Background: an optimization exercise with open tools, aiming at small area and few clock cycles. Do not read the settings as production practice.
RTL that was checked went through simulation tests only; none was proved equivalent to the original.
Power figures rest on the tool's default switching activity, not on a simulated workload. The flow treats the clock pin as an ideal source, which a real chip does not have.

==> flow/design.v (excerpt) <==
module sdp_rdma_top (
  input  logic        nvdla_core_clk,
  input  logic        nvdla_core_rstn,
  input  logic        csb_req_valid,
  output logic        csb_req_ready,
  input  logic        csb_req_write,
  input  logic [7:0]  csb_req_addr,
  input  logic [31:0] csb_req_wdata,
  output logic        csb_resp_valid,
  output logic        csb_resp_wr_ack,
  output logic [31:0] csb_resp_rdata,
  output logic        src_rd_req_valid,
  input  logic        src_rd_req_ready,
  output logic [31:0] src_rd_req_addr,
  input  logic        src_rd_rsp_valid,
  output logic        src_rd_rsp_ready,
  input  logic [63:0] src_rd_rsp_data,
  output logic        bs_rd_req_valid,
  input  logic        bs_rd_req_ready,
  output logic [31:0] bs_rd_req_addr,
  input  logic        bs_rd_rsp_valid,
  output logic        bs_rd_rsp_ready,
  input  logic [63:0] bs_rd_rsp_data,
  output logic        mrdma2cmux_valid,
  input  logic        mrdma2cmux_ready,
  output logic [63:0] mrdma2cmux_data,
  output logic        mrdma2cmux_last,
  output logic        brdma2dp_valid,
  input  logic        brdma2dp_ready,
  output logic [63:0] brdma2dp_data,
  output logic        brdma2dp_last
);
  logic        src_start, bs_start;
  logic [31:0] src_base, src_stride, bs_base, bs_stride;
  logic [12:0] src_count, bs_count;
  logic        src_busy, bs_busy, src_busy_next, bs_busy_next;
  logic [5:0]  written;
  assign csb_req_ready = 1'b1;   
  sdp_rdma_reg u_reg (
    .nvdla_core_clk  (nvdla_core_clk),
    .nvdla_core_rstn (nvdla_core_rstn),
    .csb_req_valid   (csb_req_valid),
    .csb_req_write   (csb_req_write),
    .csb_req_addr    (csb_req_addr),
    .csb_req_wdata   (csb_req_wdata),
    .csb_resp_valid  (csb_resp_valid),
    .csb_resp_wr_ack (csb_resp_wr_ack),
  ...
Size in the first run: ~2,400 cells after synthesis, roughly 790 flip-flops, roughly 410 I/O pins, ~34,000 µm² of cells after synthesis.
Settings: LEC_CHECK=0, CAP_MARGIN=20, CORE_MARGIN=2, CORE_UTILIZATION=70, CTS_BUF_LIST=sky130_fd_sc_hd__clkbuf_16, CTS_CLUSTER_DIAMETER=100, CTS_CLUSTER_SIZE=30, SLEW_MARGIN=20; clock period 5.0 ns.
run.sh (not shown) runs the stock make flow with config.mk's settings and CLKGATE_MAP_FILE= SYNTH_SCRIPT=/design/flow/synth_recipe.tcl, a recipe that flattens the netlist after the stock synthesis.
Testbench counts at the start, summed over its fixed seeds: cycles 62,552.
Then changed:
==> flow/flow/run.sh (new file) <==
#!/bin/bash
# Layout flow: the standard flow (standard.sh, unchanged synthesis) with two
# layout choices of its own:
#  - port buffers are sky130_fd_sc_hd__buf_1 instead of the default pick, so
#    every input and output still gets its own buffer, only a smaller one;
#  - clock tree synthesis without dummy loads, with its own buffer list and
#    sink clustering.
# Every tool's output goes to ORFS's own logs under orfs/logs; make's output
# goes to flow_make.log in the folder the flow runs in.
set -euo pipefail
cd "$(dirname "$0")/.."
bash standard.sh \
  "BUFFER_PORTS_ARGS=-buffer_cell sky130_fd_sc_hd__buf_1" \
  "CTS_ARGS=-sink_clustering_enable -repair_clock_nets -dont_use_dummy_load -buf_list {sky130_fd_sc_hd__clkbuf_16} -sink_clustering_size 30 -sink_clustering_max_diameter 100" \
  finish > flow_make.log 2>&1
==> flow/standard.sh (new file) <==
#!/bin/bash
# synth_recipe.tcl (not shown) runs the flow's synth.tcl, then flattens the netlist and writes it again
# the make line also repeats each setting of config.mk as NAME=value (left out here)
make -C /OpenROAD-flow-scripts/flow DESIGN_CONFIG=/design/flow/config.mk WORK_HOME=/design/flow/orfs CLKGATE_MAP_FILE= SYNTH_SCRIPT=/design/flow/synth_recipe.tcl "${@:-finish}"
--- a/flow/config.mk
+++ b/flow/config.mk
@@ -10,4 +10 @@
-export CORE_UTILIZATION = 70
-export CTS_BUF_LIST = sky130_fd_sc_hd__clkbuf_16
-export CTS_CLUSTER_DIAMETER = 100
-export CTS_CLUSTER_SIZE = 30
+export CORE_UTILIZATION = 80
removed: flow/run.sh
=> The new run finished clean; clock-buffer cell count does not change; setup slack improves by 0.47 ns; cell count drops by 3.1%; final area drops by 7.3%.
Then changed:
--- a/flow/flow/run.sh
+++ b/flow/flow/run.sh
@@ -14 +14 @@
-  "CTS_ARGS=-sink_clustering_enable -repair_clock_nets -dont_use_dummy_load -buf_list {sky130_fd_sc_hd__clkbuf_16} -sink_clustering_size 30 -sink_clustering_max_diameter 100" \
+  "CTS_ARGS=-sink_clustering_enable -repair_clock_nets -dont_use_dummy_load -buf_list {sky130_fd_sc_hd__clkbuf_16} -sink_clustering_buffer sky130_fd_sc_hd__clkbuf_8 -sink_clustering_size 16 -sink_clustering_max_diameter 60" \
--- a/flow/config.mk
+++ b/flow/config.mk
@@ -10 +10 @@
-export CORE_UTILIZATION = 80
+export CORE_UTILIZATION = 70
Effect:
- cell area increases by about 0.64%
- combinational power decreases by about 4%
- worst hold slack gains 0.046 ns
- count of clock-buffer cells in the layout came out higher by 27
- non-clock buffer count climbs by 6
- clock skew came out lower by 0.0075 ns
- wire length goes down by about 7.4%
Then changed:
--- a/flow/flow/run.sh
+++ b/flow/flow/run.sh
@@ -14 +14 @@
-  "CTS_ARGS=-sink_clustering_enable -repair_clock_nets -dont_use_dummy_load -buf_list {sky130_fd_sc_hd__clkbuf_16} -sink_clustering_buffer sky130_fd_sc_hd__clkbuf_8 -sink_clustering_size 16 -sink_clustering_max_diameter 60" \
+  "CTS_ARGS=-sink_clustering_enable -repair_clock_nets -dont_use_dummy_load -buf_list {sky130_fd_sc_hd__clkbuf_16} -sink_clustering_size 30 -sink_clustering_max_diameter 100" \
Outcome: First-iteration DRC count increases by 4.5%; worst hold slack got worse by 0.017 ns; die area is unchanged; synthesized cell count stays the same; global-route usage fell by 0.37 points; flip-flop and latch count stays the same; count of clock-buffer cells in the layout is lower by 27; total power is lower by 0.80%.

Another version of the RTL of sdp_rdma_top (not shown whole).
Size in the first run: roughly 2600 cells after synthesis, ~780 flip-flops.
## sdp_rdma_top
module sdp_rdma_top (
  input  logic        nvdla_core_clk,
  input  logic        nvdla_core_rstn,
  input  logic        csb_req_valid,
  output logic        csb_req_ready,
  input  logic        csb_req_write,
  input  logic [7:0]  csb_req_addr,
  input  logic [31:0] csb_req_wdata,
  output logic        csb_resp_valid,
  output logic        csb_resp_wr_ack,
  output logic [31:0] csb_resp_rdata,
  output logic        src_rd_req_valid,
  input  logic        src_rd_req_ready,
  output logic [31:0] src_rd_req_addr,
  input  logic        src_rd_rsp_valid,
  output logic        src_rd_rsp_ready,
  input  logic [63:0] src_rd_rsp_data,
  output logic        bs_rd_req_valid,
  input  logic        bs_rd_req_ready,
  output logic [31:0] bs_rd_req_addr,
  input  logic        bs_rd_rsp_valid,
  output logic        bs_rd_rsp_ready,
  input  logic [63:0] bs_rd_rsp_data,
  output logic        mrdma2cmux_valid,
  input  logic        mrdma2cmux_ready,
  output logic [63:0] mrdma2cmux_data,
  output logic        mrdma2cmux_last,
  output logic        brdma2dp_valid,
  input  logic        brdma2dp_ready,
  output logic [63:0] brdma2dp_data,
  output logic        brdma2dp_last
);
==> flow/config.mk <==
export PLATFORM = sky130hd
export DESIGN_NAME = sdp_rdma_top
export DESIGN_NICKNAME = sdp_rdma_top
export VERILOG_FILES = /design/flow/design.v
export SDC_FILE = /design/flow/constraint.sdc
export NUM_CORES = 4
export LEC_CHECK = 0
export CAP_MARGIN = 20
export CORE_MARGIN = 2
export CORE_UTILIZATION = 40
export SLEW_MARGIN = 20
==> flow/constraint.sdc <==
create_clock -name core_clock -period 5.0 [get_ports {nvdla_core_clk}]
set_input_delay 1.0000 -clock core_clock [delete_from_list [all_inputs] [get_ports {nvdla_core_clk}]]
set_output_delay 1.0000 -clock core_clock [all_outputs]
set_load 0.01 [all_outputs]
standard.sh (not shown) runs the stock make flow with config.mk's settings and CLKGATE_MAP_FILE= SYNTH_SCRIPT=/design/flow/synth_recipe.tcl, a recipe that flattens the netlist after the stock synthesis.
==> flow/flow/run.sh <==
#!/bin/bash
# Layout flow: the standard flow (standard.sh, unchanged synthesis) with two
# layout choices of its own:
#  - port buffers are sky130_fd_sc_hd__buf_1 instead of the default pick, so
#    every input and output still gets its own buffer, only a smaller one;
#  - clock tree synthesis runs without dummy loads and with small clock buffers.
# Every tool's output goes to ORFS's own logs under orfs/logs; make's output
# goes to flow_make.log here.
set -euo pipefail
cd "$(dirname "$0")/.."
bash standard.sh \
  "BUFFER_PORTS_ARGS=-buffer_cell sky130_fd_sc_hd__buf_1" \
  "CTS_ARGS=-sink_clustering_enable -repair_clock_nets -dont_use_dummy_load -buf_list {sky130_fd_sc_hd__clkbuf_4 sky130_fd_sc_hd__clkbuf_8}" \
  finish > flow_make.log 2>&1
Edit:
==> flow/run.sh (new file) <==
#!/bin/bash
# synth_recipe.tcl (not shown) runs the flow's synth.tcl, then flattens the netlist and writes it again
# the make line also repeats each setting of config.mk as NAME=value (left out here)
make -C /OpenROAD-flow-scripts/flow DESIGN_CONFIG=/design/flow/config.mk WORK_HOME=/design/flow/orfs CLKGATE_MAP_FILE= SYNTH_SCRIPT=/design/flow/synth_recipe.tcl finish
--- a/flow/config.mk
+++ b/flow/config.mk
@@ -10,2 +10,4 @@
 export CORE_UTILIZATION = 40
+export CTS_BUF_LIST = sky130_fd_sc_hd__clkbuf_8
+export CTS_CLUSTER_SIZE = 16
 export SLEW_MARGIN = 20
removed: flow/flow/run.sh
removed: flow/standard.sh
What happened: Routed wire length goes up by a few percent; via count hardly moves; sequential cell count stays the same; total power is higher by roughly a tenth; area after synthesis does not change; sequential power is about the same.
Edit:
--- a/flow/config.mk
+++ b/flow/config.mk
@@ -10,4 +10,2 @@
 export CORE_UTILIZATION = 40
-export CTS_BUF_LIST = sky130_fd_sc_hd__clkbuf_8
-export CTS_CLUSTER_SIZE = 16
 export SLEW_MARGIN = 20
Effect: Cell area rose by 0.34%. Global-route usage fell by 0.18 points. Core utilization rose by 0.17 points. Synthesized cell count stays the same.
No functional check of the RTL was part of any run of this note.

Setup of v35:
Another version of the RTL of sdp_rdma_top (not shown whole).
For scale: ~2,500 cells after synthesis, ~410 I/O pins.
export LEC_CHECK = 0
export CAP_MARGIN = 5
export CORE_MARGIN = 2
export CORE_UTILIZATION = 75
export SLEW_MARGIN = 5
create_clock -name core_clock -period 5.0 [get_ports {nvdla_core_clk}]
==> flow/flow/run.sh <==
#!/bin/bash
# Layout flow: the standard flow (standard.sh, unchanged synthesis) with two
# layout choices of its own:
#  - port buffers are sky130_fd_sc_hd__buf_1 instead of the default pick, so
#    every input and output still gets its own buffer, only a smaller one;
#  - clock tree synthesis without dummy loads, with its own buffer list and
#    sink clustering.
# Every tool's output goes to ORFS's own logs under orfs/logs; make's output
# goes to flow_make.log in the folder the flow runs in.
set -euo pipefail
cd "$(dirname "$0")/.."
bash standard.sh \
  "BUFFER_PORTS_ARGS=-buffer_cell sky130_fd_sc_hd__buf_1" \
  "CTS_ARGS=-sink_clustering_enable -repair_clock_nets -dont_use_dummy_load -buf_list {sky130_fd_sc_hd__clkbuf_16} -sink_clustering_size 30 -sink_clustering_max_diameter 100" \
  finish > flow_make.log 2>&1
Testbench counts of v35, summed over its fixed seeds: cycles 62,552.
Inputs modified between v35 and v16:
# v35
export LEC_CHECK = 0
export CAP_MARGIN = 5
export CORE_MARGIN = 2
export CORE_UTILIZATION = 75
export SLEW_MARGIN = 5
create_clock -name core_clock -period 5.0 [get_ports {nvdla_core_clk}]
# v16
export LEC_CHECK = 0
export CAP_MARGIN = 20
export CORE_MARGIN = 2
export CORE_UTILIZATION = 40
export SLEW_MARGIN = 20
create_clock -name core_clock -period 5.0 [get_ports {nvdla_core_clk}]
--- a/flow/flow/run.sh
+++ b/flow/flow/run.sh
@@ -13,3 +13,3 @@
   "BUFFER_PORTS_ARGS=-buffer_cell sky130_fd_sc_hd__buf_1" \
-  "CTS_ARGS=-sink_clustering_enable -repair_clock_nets -dont_use_dummy_load -buf_list {sky130_fd_sc_hd__clkbuf_16} -sink_clustering_size 30 -sink_clustering_max_diameter 100" \
+  "CTS_ARGS=-sink_clustering_enable -repair_clock_nets -dont_use_dummy_load -buf_list {sky130_fd_sc_hd__clkbuf_8} -sink_clustering_size 16 -sink_clustering_max_diameter 60" \
   finish > flow_make.log 2>&1
Notes after the runs:
- Maximum ir drop on the vdd rail, v35 and v16, lower one = v16.
- v16 -> v35: buffering overhead flat
- Changes observed in v16 relative to v35: final total power moved up; standard-cell row count has increased; proportion of register bits with asynchronous set or reset after synthesis did not really move; leakage component of the power now sits higher; worst setup slack decreased by 0.36 ns relative to the old numbers.
- Number of cells in the finished layout apart from fillers is lower on v35
- v35 has a higher fraction of power consumed by combinational cells than v16.
- Side by side, pre-CTS setup slack turned out lower in v16 than in v35.
- | average size of a mapped cell | v35 vs v16 | ≈ equal |
--- input diff v16..v14 ---
--- a/flow/flow/run.sh
+++ b/flow/flow/run.sh
@@ -13,3 +13,3 @@
   "BUFFER_PORTS_ARGS=-buffer_cell sky130_fd_sc_hd__buf_1" \
-  "CTS_ARGS=-sink_clustering_enable -repair_clock_nets -dont_use_dummy_load -buf_list {sky130_fd_sc_hd__clkbuf_8} -sink_clustering_size 16 -sink_clustering_max_diameter 60" \
+  "CTS_ARGS=-sink_clustering_enable -repair_clock_nets -dont_use_dummy_load -buf_list {sky130_fd_sc_hd__clkbuf_4} -sink_clustering_size 10 -sink_clustering_max_diameter 50" \
   finish > flow_make.log 2>&1
==> comparison <==
Total routing usage reported by global routing: v16 vs v14 — no meaningful difference. The post-route standard cell area excluding fillers number comes out higher for v16 vs v14. Delta (v14 minus v16): top fanout value on the critical path shrank by 34; sum of internal, switching and leakage power went down.
### v14 -> v8
--- a/flow/flow/run.sh
+++ b/flow/flow/run.sh
@@ -13,3 +13,3 @@
   "BUFFER_PORTS_ARGS=-buffer_cell sky130_fd_sc_hd__buf_1" \
-  "CTS_ARGS=-sink_clustering_enable -repair_clock_nets -dont_use_dummy_load -buf_list {sky130_fd_sc_hd__clkbuf_4} -sink_clustering_size 10 -sink_clustering_max_diameter 50" \
+  "CTS_ARGS=-sink_clustering_enable -repair_clock_nets -dont_use_dummy_load -buf_list {sky130_fd_sc_hd__clkbuf_16} -sink_clustering_size 30 -sink_clustering_max_diameter 100" \
   finish > flow_make.log 2>&1
### Flow results
The wire length of the first global-routing pass reported for v8 is smaller than that of v14 by 2200 um. Relative to v14, pin slew with the least headroom to its limit increased by 0.0062 ns in v8. Combined global-route utilization of all metal layers was lower in the run labelled v8. Compared with v14, v8 shows a higher clock network power. Worst-case setup margin in the final layout improves in v8 relative to v14. [compare] base=v14 new=v8: peak supply drop now sits lower, total detailed-routing wirelength now sits lower.

-- static timing again, ports no longer ideal --
No port has a modelled driver above. Below, the same layouts with a new extraction and two added sets of constraints. Step 1 (the two cells are an assumption about what drives the block):
set clk [get_ports {nvdla_core_clk}]
set_driving_cell -lib_cell sky130_fd_sc_hd__clkbuf_16 $clk
set_driving_cell -lib_cell sky130_fd_sc_hd__buf_2 [delete_from_list [all_inputs] $clk]
Step 2 times the ports against the registers' clock, not the clock port: input delays grow and output delays shrink by t, the midpoint of the rising clock arrivals with the driver on. Slacks: ideal ports / drivers / drivers and shift; pairs: ideal ports / drivers.
run | shift t [ns] | slack for setup (ns) | latest minus earliest clock arrival (ns)
the first run of note 1 | 0.685 | 0.202 / 0.143 / 0.603 | 0.031 / 0.030
the second run of note 1 | 0.696 | 0.671 / 0.604 / 0.466 | 0.069 / 0.069
the third run of note 1 | 0.637 | 0.518 / 0.458 / 0.948 | 0.059 / 0.060
the fourth run of note 1 | 0.681 | 0.504 / 0.446 / 1.003 | 0.041 / 0.041
the first run of note 2 | 0.804 | 0.613 / 0.543 / 0.844 | 0.121 / 0.120
the second run of note 2 | 0.832 | 0.222 / 0.161 / 0.920 | 0.073 / 0.074
the third run of note 2 | 0.700 | 0.238 / 0.173 / 0.872 | 0.064 / 0.065
v35 | 0.675 | 0.782 / 0.719 / 0.719 | 0.045 / 0.045
v16 | 0.729 | 0.422 / 0.353 / 0.708 | 0.158 / 0.158
v14 | 0.972 | 0.341 / 0.271 / 0.701 | 0.156 / 0.156
v8 | 0.630 | 0.492 / 0.423 / 0.774 | 0.116 / 0.116
After both steps every run listed still meets setup and hold. The setup slack of the second run of note 1, which loses most, moves by -0.067 ns with the drivers and by -0.205 ns with both steps.
